From an optimization exercise on the open Yosys and OpenROAD flow, aimed at a short achievable clock period and few clock cycles per item; shortcuts taken in it are not production practice. In this exercise RTL edits were held to simulation tests only and were not proved equivalent to the original.

## array_multiplier
module array_multiplier (
	input  logic        clk,
	input  logic        reset,
	input  logic        in_valid,
	input  logic [15:0] x,
	input  logic [15:0] y,
	output logic        product_valid,
	output logic [31:0] product
);
	logic [1:0] valid_pipe;
	always_ff @(posedge clk) begin
		if (reset) begin
			valid_pipe <= '0;
		end else begin
			valid_pipe <= {valid_pipe[0:0], in_valid};
		end
	end
	assign product_valid = valid_pipe[1];
	logic w_n32;
	logic w_n33;
	logic w_n34;
	logic w_n35;
	logic w_n36;
	logic w_n37;
	logic w_n38;
	logic w_n39;
	logic w_n40;
	logic w_n41;
	logic w_n42;
	logic w_n43;
	logic w_n44;
	logic w_n45;
	logic w_n46;
	logic w_n47;
	logic w_n48;
	logic w_n49;
	logic w_n50;
	logic w_n51;
	logic w_n52;
	logic w_n53;
	logic w_n54;
	logic w_n55;
	logic w_n56;
	logic w_n57;
	logic w_n58;
	logic w_n59;
	logic w_n60;
	logic w_n61;
	logic w_n62;
	logic w_n63;
	logic w_n64;
	logic w_n65;
	logic w_n66;
	logic w_n67;
	logic w_n68;
	logic w_n69;
	logic w_n70;
	logic w_n71;
	logic w_n72;
	logic w_n73;
	logic w_n74;
	logic w_n75;
	logic w_n76;
	logic w_n77;
	logic w_n78;
	logic w_n79;
	logic w_n80;
	logic w_n81;
	logic w_n82;
	logic w_n83;
	logic w_n84;
	logic w_n85;
	logic w_n86;
	logic w_n87;
	logic w_n88;
	logic w_n89;
	logic w_n90;
	logic w_n91;
	logic w_n92;
	logic w_n93;
	logic w_n94;
	logic w_n95;
	logic w_n96;
	logic w_n97;
	logic w_n98;
	logic w_n99;
	logic w_n100;
	logic w_n101;
	logic w_n102;
	logic w_n103;
	logic w_n104;
	logic w_n105;
	logic w_n106;
	logic w_n107;
	logic w_n108;
	logic w_n109;
	logic w_n110;
	logic w_n111;
	logic w_n112;
	logic w_n113;
	logic w_n114;
	logic w_n115;
	logic w_n116;
	logic w_n117;
	logic w_n118;
	logic w_n119;
	logic w_n120;
	logic w_n121;
	logic w_n122;
	logic w_n123;
	logic w_n124;
  ...
For scale: roughly 1500 cells after synthesis, ~210 flip-flops, ~68 I/O pins, ~0.013 sq mm of cells after synthesis.
Settings: LEC_CHECK=0, CAP_MARGIN=20, CORE_MARGIN=2, CORE_UTILIZATION=40, SETUP_SLACK_MARGIN=3.5, SLEW_MARGIN=20, SYNTH_HIERARCHICAL=1; clock period 6.0 ns.
run.sh (not shown) runs the stock make flow with config.mk's settings and CLKGATE_MAP_FILE= SYNTH_SCRIPT=/design/flow/synth_recipe.tcl, a recipe that flattens the netlist after the stock synthesis.
The starting point finished clean.
Testbench counts at the start, summed over its fixed seeds: cycles 6,392, products 3,200.
==> next run, changes <==
--- a/flow/config.mk
+++ b/flow/config.mk
@@ -9,4 +9,5 @@
 export CORE_MARGIN = 2
 export CORE_UTILIZATION = 40
+export PLACE_DENSITY = 0.7
 export SETUP_SLACK_MARGIN = 3.5
 export SLEW_MARGIN = 20
The changed run passed the timing, DRC and antenna checks.
Critical path depth increases by 7.
Clock skew decreases by 0.0078 ns.
Utilization came out lower by 0.25 points.

========
Another version of the RTL of array_multiplier (not shown whole).
Size in the first run: roughly 68 I/O pins, roughly 13000 µm² of cells after synthesis.
## array_multiplier
module array_multiplier (
	input  logic        clk,
	input  logic        reset,
	input  logic        in_valid,
	input  logic [15:0] x,
	input  logic [15:0] y,
	output logic        product_valid,
	output logic [31:0] product
);
export LEC_CHECK = 0
export CAP_MARGIN = 20
export CORE_MARGIN = 2
export CORE_UTILIZATION = 40
export SETUP_SLACK_MARGIN = 3.5
export SLEW_MARGIN = 20
export SYNTH_HIERARCHICAL = 1
create_clock -name core_clock -period 6.0 [get_ports {clk}]
standard.sh (not shown) runs the stock make flow with config.mk's settings and CLKGATE_MAP_FILE= SYNTH_SCRIPT=/design/flow/synth_recipe.tcl, a recipe that flattens the netlist after the stock synthesis.
==> flow/flow/run.sh <==
#!/bin/bash
# The standard layout (standard.sh: the standard flow's synthesis and ORFS flow), with two
# changes to port buffering: buffer_ports puts sky130_fd_sc_hd__buf_4 on every
# input and output port instead of the cell it picks itself (a clkdlybuf4s50
# delay cell), and after global placement flow/inbuf.tcl makes the input
# ports' buffers buf_12, as each drives a wide fanout.  Timing repair may
# still resize them within the buf_* family.  make's full output goes to
# flow_make.log.
set -euo pipefail
bash standard.sh "BUFFER_PORTS_ARGS=-buffer_cell sky130_fd_sc_hd__buf_4" \
  "POST_GLOBAL_PLACE_TCL=$PWD/flow/inbuf.tcl" finish > flow_make.log 2>&1
==> flow/flow/inbuf.tcl <==
# POST_GLOBAL_PLACE hook: the buffers on the input ports each drive a wide
# fanout, so start them at buf_12 (timing repair may still resize them).
foreach port [get_ports *] {
  if { [get_property $port direction] != "input" } { continue }
  set net [get_nets -of_objects $port]
  if { $net == "" } { continue }
  foreach pin [get_pins -of_objects $net] {
    if { [get_property $pin direction] != "input" } { continue }
    set inst [get_cells -of_objects $pin]
    if { [string match "sky130_fd_sc_hd__buf_*" [get_property $inst ref_name]] } {
      replace_cell $inst sky130_fd_sc_hd__buf_12
    }
  }
}
The baseline never finished: it broke off in global placement (3_3_place_gp) with STA-0100.
Testbench counts at the start, summed over its fixed seeds: cycles 6,392, products 3,200.
Next try:
==> flow/flow/inbuf.tcl (replaced) <==
# POST_GLOBAL_PLACE hook: the buffers on the input ports each drive a wide
# fanout, so start them at buf_12 (timing repair may still resize them).
foreach bterm [[ord::get_db_block] getBTerms] {
  if { [$bterm getIoType] != "INPUT" } { continue }
  set net [$bterm getNet]
  if { $net == "NULL" } { continue }
  foreach iterm [$net getITerms] {
    set inst [$iterm getInst]
    if { [string match "sky130_fd_sc_hd__buf_*" [[$inst getMaster] getName]] } {
      replace_cell [$inst getName] sky130_fd_sc_hd__buf_12
    }
  }
}
--- a/flow/config.mk
+++ b/flow/config.mk
@@ -11 +11 @@
-export SETUP_SLACK_MARGIN = 3.5
+export SETUP_SLACK_MARGIN = 3.7
The changed run finished clean. Synthesized cell count stays the same. Area after synthesis stays the same.
Next try:
==> flow/flow/run.sh (replaced) <==
#!/bin/bash
# The standard layout (standard.sh: the standard flow's synthesis and ORFS flow), with one
# change: the buffers that buffer_ports puts on every input and output port
# are sky130_fd_sc_hd__buf_4 instead of the cell buffer_ports picks itself
# (a clkdlybuf4s50 delay cell), so that timing repair can size them within
# the buf_* family.  make's full output goes to flow_make.log.
set -euo pipefail
bash standard.sh "BUFFER_PORTS_ARGS=-buffer_cell sky130_fd_sc_hd__buf_4" finish > flow_make.log 2>&1
--- a/flow/config.mk
+++ b/flow/config.mk
@@ -11 +11 @@
-export SETUP_SLACK_MARGIN = 3.7
+export SETUP_SLACK_MARGIN = 3.5
removed: flow/flow/inbuf.tcl
After rerunning: Synthesized cell count stays the same. Cell count shrinks by 3.6%. Global-route usage shrinks by 1.4 points. Sequential cell count does not change. Die area does not change. Via count shrinks by 5.2%. Fmax shrinks by 1.5%. Non-clock buffer count shrinks by 92. First-iteration DRC count grows by 22%. Sequential share of layout area grows by 5.1 points.
Next try:
==> flow/flow/run.sh (replaced) <==
#!/bin/bash
# The standard layout (standard.sh: the standard flow's synthesis and ORFS flow), with two
# changes to port buffering: buffer_ports puts sky130_fd_sc_hd__buf_4 on every
# input and output port instead of the cell it picks itself (a clkdlybuf4s50
# delay cell), and after global placement flow/inbuf.tcl makes the input
# ports' buffers buf_12, as each drives a wide fanout.  Timing repair may
# still resize them within the buf_* family.  make's full output goes to
# flow_make.log.
set -euo pipefail
bash standard.sh "BUFFER_PORTS_ARGS=-buffer_cell sky130_fd_sc_hd__buf_4" \
  "POST_GLOBAL_PLACE_TCL=$PWD/flow/inbuf.tcl" finish > flow_make.log 2>&1
==> flow/flow/inbuf.tcl (new file) <==
# POST_GLOBAL_PLACE hook: the buffers on the input ports each drive a wide
# fanout, so start them at buf_12 (timing repair may still resize them).
foreach bterm [[ord::get_db_block] getBTerms] {
  if { [$bterm getIoType] != "INPUT" } { continue }
  set net [$bterm getNet]
  if { $net == "NULL" } { continue }
  foreach iterm [$net getITerms] {
    set inst [$iterm getInst]
    if { [string match "sky130_fd_sc_hd__buf_*" [[$inst getMaster] getName]] } {
      replace_cell [$inst getName] sky130_fd_sc_hd__buf_12
    }
  }
}
The new run passed the timing, DRC and antenna checks.
Worst setup slack improves by 33 ps.
First-iteration DRC count drops by roughly a tenth.
Worst hold slack barely changes.
Global-route usage stays flat.
Design area goes up slightly.
Register-to-register slack gains 30 ps.
Core utilization came out higher by 0.20 points.
Maximum frequency is higher slightly.
Next try:
--- a/flow/config.mk
+++ b/flow/config.mk
@@ -11 +11 @@
-export SETUP_SLACK_MARGIN = 3.5
+export SETUP_SLACK_MARGIN = 3.6
The new run passed the timing, DRC and antenna checks.
Routed wire length rose by 5.6%.
Global-route usage goes up by 0.97 points.
Setup slack improved by 7.3 ps.
Area after synthesis is unchanged.
Worst hold slack stays flat.
Fmax increases by 0.30%.

========
Another version of the RTL of array_multiplier (not shown whole).
For scale: roughly 210 flip-flops, ~68 I/O pins.
Settings: LEC_CHECK=0, CAP_MARGIN=20, CORE_MARGIN=2, CORE_UTILIZATION=46, SETUP_SLACK_MARGIN=3.6, SLEW_MARGIN=20, SYNTH_HIERARCHICAL=1; clock period 6.0 ns.
==> flow/flow/run.sh <==
#!/bin/bash
# The standard layout (standard.sh: the standard flow's synthesis and ORFS flow), with two
# changes: buffer_ports puts sky130_fd_sc_hd__buf_4 on every input and output
# port instead of the cell it picks itself (a clkdlybuf4s50 delay cell), and
# after global placement flow/both.tcl makes the input port buffers buf_12
# and sizes up each output port's buffer
# and the XOR/XNOR gate driving it.  Timing repair may still resize them.
# make's full output goes to flow_make.log.
set -euo pipefail
bash standard.sh "BUFFER_PORTS_ARGS=-buffer_cell sky130_fd_sc_hd__buf_4" \
  "POST_GLOBAL_PLACE_TCL=$PWD/flow/both.tcl" finish > flow_make.log 2>&1
==> flow/flow/both.tcl <==
# POST_GLOBAL_PLACE hook: size up the port buffers (flow/inbuf.tcl) and the
# output ports' drivers (flow/outdrv.tcl).
set here [file dirname [info script]]
source $here/inbuf.tcl
source $here/outdrv.tcl
==> flow/flow/inbuf.tcl <==
# POST_GLOBAL_PLACE hook: the buffers on the input ports each drive a wide
# fanout, so start them at buf_12 (timing repair may still resize them).
foreach bterm [[ord::get_db_block] getBTerms] {
  if { [$bterm getIoType] != "INPUT" } { continue }
  set net [$bterm getNet]
  if { $net == "NULL" } { continue }
  foreach iterm [$net getITerms] {
    set inst [$iterm getInst]
    if { [string match "sky130_fd_sc_hd__buf_*" [[$inst getMaster] getName]] } {
      replace_cell [$inst getName] sky130_fd_sc_hd__buf_12
    }
  }
}
==> flow/flow/outdrv.tcl <==
# POST_GLOBAL_PLACE hook: on each output port, make the port buffer buf_6
# and an XOR, XNOR or inverter that drives it the _4 size, as these paths end a
# clock period early (the output delay) and cross a long wire to the pin.
foreach bterm [[ord::get_db_block] getBTerms] {
  if { [$bterm getIoType] != "OUTPUT" } { continue }
  set net [$bterm getNet]
  if { $net == "NULL" } { continue }
  foreach iterm [$net getITerms] {
    if { ![$iterm isOutputSignal] } { continue }
    set buf [$iterm getInst]
    if { ![string match "sky130_fd_sc_hd__buf_*" [[$buf getMaster] getName]] } { continue }
    replace_cell [$buf getName] sky130_fd_sc_hd__buf_6
    foreach bin [$buf getITerms] {
      if { ![$bin isInputSignal] } { continue }
      set inet [$bin getNet]
      if { $inet == "NULL" } { continue }
      foreach drv [$inet getITerms] {
        if { ![$drv isOutputSignal] } { continue }
        set gate [$drv getInst]
        set m [[$gate getMaster] getName]
        if { [regexp {^sky130_fd_sc_hd__(xnor2|xor2|inv)_[0-9]+$} $m -> f] } {
          replace_cell [$gate getName] sky130_fd_sc_hd__${f}_4
        }
      }
    }
  }
}
Testbench counts at the start, summed over its fixed seeds: cycles 6,392, products 3,200.
Next try:
--- a/flow/flow/run.sh
+++ b/flow/flow/run.sh
@@ -5,2 +5 @@
-# after global placement flow/both.tcl makes the input port buffers buf_12
-# and sizes up each output port's buffer
+# after global placement flow/outdrv.tcl sizes up each output port's buffer
@@ -11 +10 @@
-  "POST_GLOBAL_PLACE_TCL=$PWD/flow/both.tcl" finish > flow_make.log 2>&1
+  "POST_GLOBAL_PLACE_TCL=$PWD/flow/outdrv.tcl" finish > flow_make.log 2>&1
removed: flow/flow/both.tcl
removed: flow/flow/inbuf.tcl
=>
- wire length climbs slightly
- synthesized area does not change
- hold slack is worse by 4.1 ps
- cell count increases slightly
- non-clock buffer count is higher by 8
- global-route usage barely changes
- cell area rose slightly
- flip-flop and latch count stays the same
- core utilization is higher by 0.74 points
Next try:
==> flow/run.sh (new file) <==
#!/bin/bash
# synth_recipe.tcl (not shown) runs the flow's synth.tcl, then flattens the netlist and writes it again
# the make line also repeats each setting of config.mk as NAME=value (left out here)
make -C /OpenROAD-flow-scripts/flow DESIGN_CONFIG=/design/flow/config.mk WORK_HOME=/design/flow/orfs CLKGATE_MAP_FILE= SYNTH_SCRIPT=/design/flow/synth_recipe.tcl finish
Settings changed: CORE_UTILIZATION 46 to 40, SETUP_SLACK_MARGIN 3.6 to 3.5.
removed: flow/flow/run.sh
removed: flow/flow/outdrv.tcl
removed: flow/standard.sh
After rerunning: Wire length increases by 1.2%; first-iteration DRC count decreases by 5.6%; sequential share of layout area increases by 0.94 points; fmax decreases by 1.7%; worst setup slack gets worse by 42 ps; global-route usage decreases by 2.1 points; synthesized cell count stays the same.
Next try:
==> flow/flow/run.sh (new file) <==
#!/bin/bash
# The standard layout (standard.sh: the standard flow's synthesis and ORFS flow), with one
# change: the buffers that buffer_ports puts on every input and output port
# are sky130_fd_sc_hd__buf_4 instead of the cell buffer_ports picks itself
# (a clkdlybuf4s50 delay cell), so that timing repair can size them within
# the buf_* family.  make's full output goes to flow_make.log.
set -euo pipefail
bash standard.sh "BUFFER_PORTS_ARGS=-buffer_cell sky130_fd_sc_hd__buf_4" finish > flow_make.log 2>&1
==> flow/standard.sh (new file) <==
#!/bin/bash
# synth_recipe.tcl (not shown) runs the flow's synth.tcl, then flattens the netlist and writes it again
# the make line also repeats each setting of config.mk as NAME=value (left out here)
make -C /OpenROAD-flow-scripts/flow DESIGN_CONFIG=/design/flow/config.mk WORK_HOME=/design/flow/orfs CLKGATE_MAP_FILE= SYNTH_SCRIPT=/design/flow/synth_recipe.tcl "${@:-finish}"
Settings changed: CORE_UTILIZATION 40 to 46, SETUP_SLACK_MARGIN 3.5 to 3.6.
removed: flow/run.sh
Outcome: The new run ran to the end with no violations. Critical path depth falls by 8. Via count falls by 1.3%. First-iteration DRC count is unchanged. Routed wire length falls by about 2.5%. Non-clock buffer count falls by 10. Design area rises by 1.8%. Synthesized cell count is unchanged. Sequential share of layout area falls by 0.40 points.

[re-timing with driven ports]
The flow's constraints put no driver on any port. The routed layouts listed below were extracted and timed again, unchanged, in two steps.
Step 1, drivers: a clkbuf_16 drives clk and a buf_2 each remaining input, both assumed.
Step 2 adds t to the input delays and takes it off the output delays; t is the mean of the earliest and latest rising clock arrival at the registers after step 1. Input paths then give back, and output paths get back, about the clock's delay inside the block.
Slacks: no drivers / after step 1 / after step 2; pairs: no drivers / after step 1.
run | t, ns | slack for setup (ns) | worst setup path after step 2 | clock arrival spread, ns | slew at the worst register clock pin (ns)
the first run of note 1 | 0.562 | 3.482 / 3.433 / 2.973 | input to register | 0.026 / 0.025 | 0.07 / 0.07
the second run of note 1 | 0.569 | 3.370 / 3.370 / 2.986 | input to register | 0.015 / 0.015 | 0.06 / 0.06
the second run of note 2 | 0.567 | 3.576 / 3.526 / 3.048 | input to register | 0.028 / 0.028 | 0.06 / 0.06
the third run of note 2 | 0.550 | 3.539 / 3.545 / 3.011 | input to register | 0.015 / 0.015 | 0.07 / 0.07
the fourth run of note 2 | 0.559 | 3.571 / 3.523 / 3.037 | input to register | 0.020 / 0.021 | 0.07 / 0.07
the fifth run of note 2 | 0.576 | 3.579 / 3.532 / 3.103 | input to register | 0.027 / 0.028 | 0.06 / 0.06
the first run of note 3 | 0.567 | 3.608 / 3.556 / 3.136 | input to register | 0.008 / 0.009 | 0.06 / 0.06
the second run of note 3 | 0.571 | 3.575 / 3.542 / 3.088 | input to register | 0.027 / 0.027 | 0.06 / 0.06
the third run of note 3 | 0.562 | 3.533 / 3.523 / 2.996 | input to register | 0.021 / 0.021 | 0.06 / 0.06
the fourth run of note 3 | 0.549 | 3.589 / 3.538 / 3.123 | input to register | 0.010 / 0.010 | 0.06 / 0.06
After both steps setup and hold are still met in every run listed. The setup slack of the third run of note 3, which loses most, moves by -0.010 ns with the drivers and by -0.537 ns with both steps.
